Context: an optimization exercise on an open-source flow, tuned for small area, a short achievable clock period and few clock cycles. The choices shown serve that exercise and are no tape-out recipe. In this exercise RTL edits were held to simulation tests only and were not proved equivalent to the original. Power is estimated from default activity; no workload was simulated.

==> design.v <==
package ppu_pkg;
  localparam int CFG_DW       = 11;
  localparam int ADDRESS_BITS = 20;
  typedef enum logic [2:0] {
    REG_PIXEL_FORMAT = 3'd0,
    REG_ABGR_ORDER   = 3'd1,
    REG_IMAGE_WIDTH  = 3'd2,
    REG_IMAGE_HEIGHT = 3'd3,
    REG_ROW_STRIDE   = 3'd4
  } cfg_reg_t;
  localparam logic [2:0] FMT_1BPP   = 3'd0;
  localparam logic [2:0] FMT_4BPP   = 3'd1;
  localparam logic [2:0] FMT_8BPP   = 3'd2;
  localparam logic [2:0] FMT_RGB24  = 3'd3;
  localparam logic [2:0] FMT_RGBA32 = 3'd4;
  localparam logic [CFG_DW-1:0] DIM_MAX        = 11'd1024;
  localparam logic [CFG_DW-1:0] WIDTH_RST      = 11'd320;
  localparam logic [CFG_DW-1:0] HEIGHT_RST     = 11'd200;
  localparam logic [CFG_DW-1:0] STRIDE_RST     = 11'd320;
  localparam logic [31:0]       OPAQUE_ALPHA   = 32'hff000000;
  function automatic logic [CFG_DW-1:0] dim_limit(input logic [CFG_DW-1:0] v);
    dim_limit = ((v == '0) || (v > DIM_MAX)) ? DIM_MAX : v;
  endfunction
  function automatic logic [31:0] order_color(input logic [31:0] c, input logic abgr);
    order_color = abgr ? {c[31:24], c[7:0], c[15:8], c[23:16]} : c;
  endfunction
endpackage
module palette_pixel_unpacker #(
  parameter int PALETTE_DEPTH = 64
) (
  input  logic              clk,
  input  logic              rst_n,
  input  logic              cfg_we,
  input  logic [2:0]        cfg_index,
  input  logic [ppu_pkg::CFG_DW-1:0] cfg_data,
  input  logic              in_valid,
  output logic              in_ready,
  input  logic              in_mode,
  input  logic [7:0]        in_data_byte,
  input  logic [7:0]        in_palette_index,
  input  logic [31:0]       in_palette_color,
  output logic              out_valid,
  input  logic              out_ready,
  output logic [31:0]       out_pixel_value,
  output logic [ppu_pkg::ADDRESS_BITS-1:0] out_pixel_address,
  output logic              out_last_of_run,
  output logic              out_end_of_image
);
  localparam int AW = ppu_pkg::ADDRESS_BITS;
  localparam int K  = 8;           
  localparam int KB = 3;
  localparam int NR = 64 / K;      
  logic [2:0]  fmt_r;
  logic        abgr_r;
  logic [10:0] stride_r;
  logic [9:0]  wl_r, hl_r;
  logic f1, f4, f8, f24, fidx, fdir;
  assign f1   = (fmt_r == ppu_pkg::FMT_1BPP);
  assign f4   = (fmt_r == ppu_pkg::FMT_4BPP);
  assign f8   = (fmt_r == ppu_pkg::FMT_8BPP);
  assign f24  = (fmt_r == ppu_pkg::FMT_RGB24);
  assign fidx = f1 | f4 | f8;
  assign fdir = f24 | (fmt_r == ppu_pkg::FMT_RGBA32);
  logic [63:0][31:0] pal;
  logic [KB-1:0]     rot_r;
  logic        in_ready_r;
  logic        h_vld, h_pw;
  logic [5:0]  h_idx;
  logic [31:0] h_dat;
  logic        wb_vld;
  logic [5:0]  wb_idx;
  logic [31:0] wb_dat;
  logic [1:0]  phase_r;
  logic [23:0] partial_r;
  logic          u_vld, u_zero, u_byp;
  logic [2:0]    u_cnt;
  logic [5:0]    u_idx;
  logic [6:0]    u_rest;
  logic [NR-1:0] u_ring;     
  logic [K-1:0]  u_place;    
  logic [9:0]    col_r, row_r;
  logic [AW-1:0] base_r;
  logic          o_vld, o_last, o_eoi;
  logic [31:0]   o_pix;
  logic [AW-1:0] o_addr;
  logic o_take, u_last, u_issue, u_free, dload, o_load;
  logic in_acc, in_item, dcomp, h_go, i_go, h_load, e_vld, h_to_wb;
  logic wb_land, wb_free;
  logic [7:0] e_byte;
  logic u_vld_nx, h_vld_nx, h_pw_nx, wb_vld_nx;
  logic [5:0] h_idx_nx, wb_idx_nx;
  assign wb_land = wb_vld && (wb_idx[KB-1:0] == KB'(rot_r + KB'(1)));
  assign wb_free = !wb_vld || wb_land;
  assign o_take  = !o_vld || out_ready;
  assign u_last  = (u_cnt == 3'd0);
  assign u_issue = u_vld && o_take;
  assign u_free  = !u_vld || (u_last && o_take);
  assign dcomp   = f24 ? (phase_r == 2'd2) : (phase_r == 2'd3);
  assign in_acc  = in_valid && in_ready_r;
  assign in_item = in_acc && (in_mode ? (in_palette_index[7:6] == 2'b00) : (fidx || fdir));
  assign h_go    = h_vld && (h_pw ? (u_free && wb_free) :
                             (fidx ? u_free : (!dcomp || o_take)));
  assign i_go    = in_item && !in_mode && (!h_vld || (h_pw && h_go)) &&
                   (fidx ? u_free : (!dcomp || o_take));
  assign h_load  = in_item && !i_go;
  assign h_to_wb = h_vld && h_pw && h_go;
  assign e_vld   = (h_vld && !h_pw && h_go) || i_go;
  assign e_byte  = (h_vld && !h_pw) ? h_dat[7:0] : in_data_byte;
  assign dload   = e_vld && fdir && dcomp;
  assign o_load  = u_issue || dload;
  assign h_vld_nx  = h_load || (h_vld && !h_go);
  assign h_pw_nx   = h_load ? in_mode : h_pw;
  assign h_idx_nx  = h_load ? in_palette_index[5:0] : h_idx;
  assign wb_vld_nx = h_to_wb || (wb_vld && !wb_land);
  assign wb_idx_nx = h_to_wb ? h_idx : wb_idx;
  assign u_vld_nx  = (e_vld && fidx) || (u_vld && !(u_issue && u_last));
  always_ff @(posedge clk) begin
    if (!rst_n) begin
      in_ready_r <= 1'b1;
      h_vld      <= 1'b0;
    end else begin
      h_vld      <= h_vld_nx;
      in_ready_r <= !h_vld_nx ||
                    (!u_vld_nx && (h_pw_nx ? (!wb_vld_nx || (wb_idx_nx[KB-1:0] == KB'(rot_r + KB'(2))))
                                           : fidx));
    end
  end
  always_ff @(posedge clk) begin
    if (h_load) begin
      h_pw  <= in_mode;
      h_idx <= in_palette_index[5:0];
      h_dat <= in_mode ? in_palette_color : {24'h0, in_data_byte};
    end
  end
  always_ff @(posedge clk) begin
    if (!rst_n) begin
      rot_r  <= '0;
      wb_vld <= 1'b0;
    end else begin
      rot_r  <= rot_r + KB'(1);
      wb_vld <= wb_vld_nx;
    end
  end
  always_ff @(posedge clk) begin
    if (h_to_wb) begin
      wb_idx <= h_idx;
      wb_dat <= h_dat;
    end
  end
  always_ff @(posedge clk) begin
    for (int m = 0; m < NR; m++) begin
      for (int p = 1; p < K; p++) pal[m*K+p] <= pal[m*K+p-1];
      pal[m*K] <= (wb_land && (wb_idx[5:KB] == (6-KB)'(m))) ? wb_dat : pal[m*K+K-1];
    end
  end
  function automatic logic [9:0] last_index(input logic [10:0] v);
    last_index = ((v == '0) || (v > ppu_pkg::DIM_MAX)) ? 10'd1023 : 10'(v - 11'd1);
  endfunction
  always_ff @(posedge clk) begin
    if (!rst_n) begin
      fmt_r    <= ppu_pkg::FMT_8BPP;
      abgr_r   <= 1'b0;
      wl_r     <= 10'(ppu_pkg::WIDTH_RST - 11'd1);
      hl_r     <= 10'(ppu_pkg::HEIGHT_RST - 11'd1);
      stride_r <= ppu_pkg::STRIDE_RST;
      phase_r  <= '0;
    end else begin
      if (e_vld && fdir) begin
        phase_r <= dcomp ? 2'd0 : phase_r + 2'd1;
      end
      if (cfg_we) begin
        case (cfg_index)
          3'd0: begin
            fmt_r   <= cfg_data[2:0];
            phase_r <= '0;
          end
          3'd1: abgr_r   <= cfg_data[0];
          3'd2: wl_r     <= last_index(cfg_data);
          3'd3: hl_r     <= last_index(cfg_data);
          3'd4: stride_r <= cfg_data;
          default: ;
        endcase
      end
    end
  end
  always_ff @(posedge clk) begin
    if (e_vld && fdir && !dcomp) begin
      case (phase_r)
        2'd0:    partial_r[23:16] <= e_byte;
        2'd1:    partial_r[15:8]  <= e_byte;
        default: partial_r[7:0]   <= e_byte;
      endcase
    end
  end
  logic       u_ld, u_adv, zero_nx, byp_nx;
  logic [5:0] idx_ld, idx_sh, idx_nx;
  logic [KB-1:0] place_nx;
  assign u_ld   = e_vld && fidx;
  assign u_adv  = u_issue && !u_last;
  assign idx_ld = f1 ? {5'b0, e_byte[7]} : (f4 ? {2'b0, e_byte[7:4]} : e_byte[5:0]);
  assign idx_sh = f1 ? {5'b0, u_rest[6]} : {2'b0, u_rest[6:3]};
  assign idx_nx = u_ld ? idx_ld : (u_adv ? idx_sh : u_idx);
  assign zero_nx = u_ld ? (f8 && (e_byte[7:6] != 2'b00)) : (!u_adv && u_zero);
  assign byp_nx  = u_vld_nx && !zero_nx && wb_vld_nx && (wb_idx_nx == idx_nx);
  assign place_nx = KB'(rot_r + KB'(1) - idx_nx[KB-1:0]);
  always_ff @(posedge clk) begin
    if (!rst_n) begin
      u_vld <= 1'b0;
    end else begin
      u_vld <= u_vld_nx;
    end
  end
  always_ff @(posedge clk) begin
    u_idx  <= idx_nx;
    u_zero <= zero_nx;
    u_byp  <= byp_nx;
    for (int m = 0; m < NR; m++) begin
      u_ring[m] <= u_vld_nx && !zero_nx && !byp_nx && (idx_nx[5:KB] == (6-KB)'(m));
    end
    for (int p = 0; p < K; p++) begin
      u_place[p] <= (place_nx == KB'(p));
    end
    if (u_ld) begin
      u_cnt  <= f1 ? 3'd7 : (f4 ? 3'd1 : 3'd0);
      u_rest <= f1 ? e_byte[6:0] : {e_byte[3:0], 3'b000};
    end else if (u_issue) begin
      u_cnt  <= u_cnt - 3'd1;
      u_rest <= f1 ? {u_rest[5:0], 1'b0} : {u_rest[2:0], 4'h0};
    end
  end
  logic [31:0] pal_rd, raw;
  always_comb begin
    pal_rd = {32{u_byp}} & wb_dat;
    for (int m = 0; m < NR; m++) begin
      for (int p = 0; p < K; p++) begin
        pal_rd = pal_rd | ({32{u_ring[m] && u_place[p]}} & pal[m*K+p]);
      end
    end
  end
  assign raw = pal_rd | ({32{dload}} & (f24 ? {8'hff, partial_r[23:8], e_byte} : {e_byte, partial_r}));
  logic col_end, row_end;
  assign col_end = (col_r >= wl_r);
  assign row_end = (row_r >= hl_r);
  always_ff @(posedge clk) begin
    if (!rst_n) begin
      col_r  <= '0;
      row_r  <= '0;
      base_r <= '0;
      o_vld  <= 1'b0;
    end else begin
      if (o_load) begin
        o_vld <= 1'b1;
        if (col_end) begin
          col_r <= '0;
          if (row_end) begin
            row_r  <= '0;
            base_r <= '0;
          end else begin
            row_r  <= row_r + 10'd1;
            base_r <= base_r + AW'(stride_r);
          end
        end else begin
          col_r <= col_r + 10'd1;
        end
      end else if (out_ready) begin
        o_vld <= 1'b0;
      end
    end
  end
  always_ff @(posedge clk) begin
    if (o_load) begin
      o_pix  <= ppu_pkg::order_color(raw, abgr_r);
      o_addr <= base_r + AW'(col_r);
      o_last <= !u_issue || u_last;
      o_eoi  <= col_end && row_end;
    end
  end
  assign in_ready          = in_ready_r;
  assign out_valid         = o_vld;
  assign out_pixel_value   = o_pix;
  assign out_pixel_address = o_addr;
  assign out_last_of_run   = o_last;
  assign out_end_of_image  = o_eoi;
endmodule
==> run.sh <==
#!/bin/bash
# synth_recipe.tcl (not shown) runs the flow's synth.tcl, then flattens the netlist and writes it again
# the make line also repeats each setting of config.mk as NAME=value (left out here)
make -C /OpenROAD-flow-scripts/flow DESIGN_CONFIG=/design/flow/config.mk WORK_HOME=/design/flow/orfs CLKGATE_MAP_FILE= SYNTH_SCRIPT=/design/flow/synth_recipe.tcl finish
==> config.mk <==
export PLATFORM = sky130hd
export DESIGN_NAME = palette_pixel_unpacker
export DESIGN_NICKNAME = palette_pixel_unpacker
export VERILOG_FILES = /design/flow/design.v
export SDC_FILE = /design/flow/constraint.sdc
export NUM_CORES = 8
export LEC_CHECK = 0
export ABC_CLOCK_PERIOD_IN_PS = 3000
export CAP_MARGIN = 20
export CORE_MARGIN = 2
export CORE_UTILIZATION = 55
export PLACE_DENSITY = 0.65
export SETUP_SLACK_MARGIN = 2.4
export SLEW_MARGIN = 20
export SYNTH_MEMORY_MAX_BITS = 16384
==> constraint.sdc <==
create_clock -name core_clock -period 5.5 [get_ports {clk}]
set_input_delay 1.1000 -clock core_clock [delete_from_list [all_inputs] [get_ports {clk}]]
set_output_delay 1.1000 -clock core_clock [all_outputs]
set_load 0.01 [all_outputs]
==> run notes <==
power per cell area 434 nW/um^2; Yosys reg bits 2,322; layout cells sized above 1 18.6%; CTS Buf Count 213; Clock Tree Root clkbuf_16; fraction of registers with async set/reset 0%; TritonCTS clock tree done; Mapped Nets 5,280; number of synthesized flops with an enable pin 158; max-cap violation count 0; RSZ-0062 raised after global routing true; total die area 127,000 um^2; via count 49,655; Slew HR 23.2%; global route total overflow 0; final wirelength 267,000 um; maximum net fanout on the critical path 17; worst reg2reg path depth 8; pin count of the biggest net entering global routing 63; IO Count 124; Tot Pwr 35.1 mW; die span in y 357 um; most numerous cell in the Yosys netlist dfxtp_1; mapped cell area 68,500 um^2; post-synthesis sequential area ratio 70.2%; achievable frequency 307 MHz; setup_tns 0 ns; core box area 124,000 um^2; status timing/DRC/antenna clean; number of H-tree levels 4; via/cell ratio 6.85; CP required 6.03 ns; arrival time worst endpoint 3.79 ns; # rows 129; Wirelength per Cell 36.8 um; mean area per synthesized cell 13.3 um^2; final net count 5,543; fin crit period 3.26 ns; remaining antenna violation count 0; Layout Skew 0.0366 ns; WHS Path Cells 0; first-pass GRT wire length 362,000 um; Yosys top cell area share 63.3%; Final Cycle Share 59.2%; clk latency of the worst-skew pair 0.86 ns; Commonest cells post-synth dfxtp_1 (2,164), a22oi_1 (463), a22o_1 (284); Synth warnings 1; antenna violations before repair 14; GRT Util Overall 40.6%; nature of the critical path startpoint flop; Initial Util 55.4%; Worst-path clk slew 0.06 ns; Clock Path Buffers 3; final setup margin 2.24 ns; initial DRC count 8,496; # port buffers 123; Hold WC Path Type reg -> reg; Residual DRC 0; clock sinks 2,322; Setup violations, final 0; final slew viol count 0; Yosys cell types 76; Area contributors post-synth dfxtp_1 (63%), edfxtp_1 (6.9%), a22oi_1 (5.1%), mux2_2 (4.4%), a22o_1 (3.6%); leak pwr 31.0 nW; Worst-Margin Slew 1.15 ns; Die Wd 357 um; Most used DFF post-synth dfxtp_1; CTS Hold Bufs 0; Peak VDD IR 340 uV; vias in the first global route 47,839; crit end category flop; Fin. Hold Viols 0; Place WS 0.906 ns; Critical Setup Path Class reg -> reg; dpl hpwl 160,000 um; FILL cells 9,142; drt pass-1 iters 8; Final Hold Slack 0.331 ns; Final Wtd Congestion 0.937; Area Overhead vs Synth 18.2%; post-synth top area cell dfxtp_1; Synth Instances 5,159
==> cells by family after synthesis <==
group	Yosys count	synth area share, %
AOI/OAI and AO/OA	1327	15.4
xor gates and xnor gates	57	0.749
adders and majority gates	53	1.00
buffers and inverters	395	2.19
DFF	2322	70.2
muxes	302	4.91
and+or+nand+nor	703	5.54
==> cell usage in the layout (no fill, tap or decap), types with 14 or more instances in the layout <==
cell and count:
and2_1 33, bufinv_16 15, o21ai_0 43, dfxtp_1 2146, nand4_1 130, nor2_1 93
nand3_1 105, ha_1 48, nor4_1 24, clkbuf_1 47, buf_4 195, o22ai_1 23
a222oi_1 68, clkdlybuf4s50_1 121, o211ai_1 22, a21oi_1 77, clkbuf_8 50, nor3_1 35
a22oi_1 462, and2_4 56, xnor2_1 31, xor2_1 18, clkinv_2 41, mux2_2 268
nand2_1 100, mux2i_1 25, nand2b_1 18, inv_1 75, a22o_1 284, buf_12 19
o31ai_1 20, a221oi_1 220, or4_1 17, clkbuf_16 220, buf_6 14, edfxtp_1 158
==> final timing paths <==
path                 startpoint                   to  slack (ns)
min            pal[456]$_DFF_P_     pal[488]$_DFF_P_        0.33
max          u_place[7]$_DFF_P_  o_pix[20]$_DFFE_PP_        2.24
min reg2reg    pal[456]$_DFF_P_     pal[488]$_DFF_P_        0.33
max reg2reg  u_place[7]$_DFF_P_  o_pix[20]$_DFFE_PP_        2.24
==> state kept, by name, indices dropped and copies added (netlist names), 11 cells and up <==
register and cells:
stride_r 11, pal 2048, o_pix 32, base_r 20, o_addr 20, wb_dat 32, h_dat 32, partial_r 24
==> critical path, cell delays in order (launching register included) <==
cell,delay (ns)
dfxtp_2,0.48
buf_4,0.30
and2_4,0.31
a22oi_1,0.30
nand4_1,0.19
nor4_4,0.35
nand4b_1,0.48
a211oi_2,0.38
mux2i_1,0.11
==> power breakdown <==
| part | internal, mW | total (mW) | switching (mW) |
|---|---|---|---|
| sequential | 17.4 | 17.8 | 0.419 |
| clock | 8.71 | 15.2 | 6.52 |
| combinational | 0.610 | 2.08 | 1.47 |
| total | 26.7 | 35.1 | 8.41 |
==> per-layer routing <==
layer | up-vias | share of wire (%) | global-route usage (%)
met5 | - | 0.033 | 0
met4 | 16 | 7.3 | 24.4
met3 | 1040 | 13 | 11.9
met2 | 4064 | 41 | 58.8
met1 | 24491 | 38 | 54.1
li1 | 20044 | - | -
==> repair_timing <==
action | 4_1_cts | 5_1_grt
resized for setup | 142 | 78
endpoints found under the setup margin | 455 | 256
endpoints found under the hold margin | 0 | 0
gates cloned | 3 | 3
setup buffers | 44 | 48
pin swaps | 16 | 23
==> layout make-up <==
cell class | instances | area (um^2) | share of cell area (%)
Sequential cell | 2322 | 48100 | 59.4
Multi-Input combinational cell | 2447 | 19900 | 24.5
Clock buffer | 317 | 6370 | 7.87
Antenna cell | 9 | 22.5 | 0.0278
Clock inverter | 80 | 863 | 1.07
Tap cell | 1637 | 2050 | 2.53
Inverter | 82 | 318 | 0.393
Timing Repair Buffer | 356 | 3340 | 4.12
==> through the flow <==
| step | std cells | utilization, % | area, um^2 |
|---|---|---|---|
| after floorplan | 5159 | - | 68600 |
| after global routing | 7244 | 65.5 | 80900 |
| final | 7250 | 65.5 | 80900 |
| after CTS | 7190 | 64.8 | 80100 |
| after detailed placement | 6746 | 58.2 | 71900 |
| after global placement | 6745 | 58.1 | 71900 |
Testbench counts, summed over its fixed seeds: cycles 10,549.

[port drivers added, routing unchanged]
The flow's constraints put no driver on any port. The routed layout listed below was extracted and timed again, unchanged, in two steps.
Step 1 sets driving cells, clkbuf_16 on the clock port and buf_2 on the other inputs (assumed; they add their load-dependent delay and slew).
Step 2 also shifts input and output timing later by t, the mid clock arrival at the registers, as if the neighbouring blocks saw the same clock.
Three values: ideal ports, drivers, drivers and shift; two values: the first two.
t, ns: 0.925
setup WS [ns]: 2.244 / 2.244 / 1.475
hold WS [ns]: 0.331 / 0.331 / 0.331
cell pins on the clock port's net: 1
After both steps setup and hold are still met in this run. The setup slack of this run moves by 0.000 ns with the drivers and by -0.769 ns with both steps.
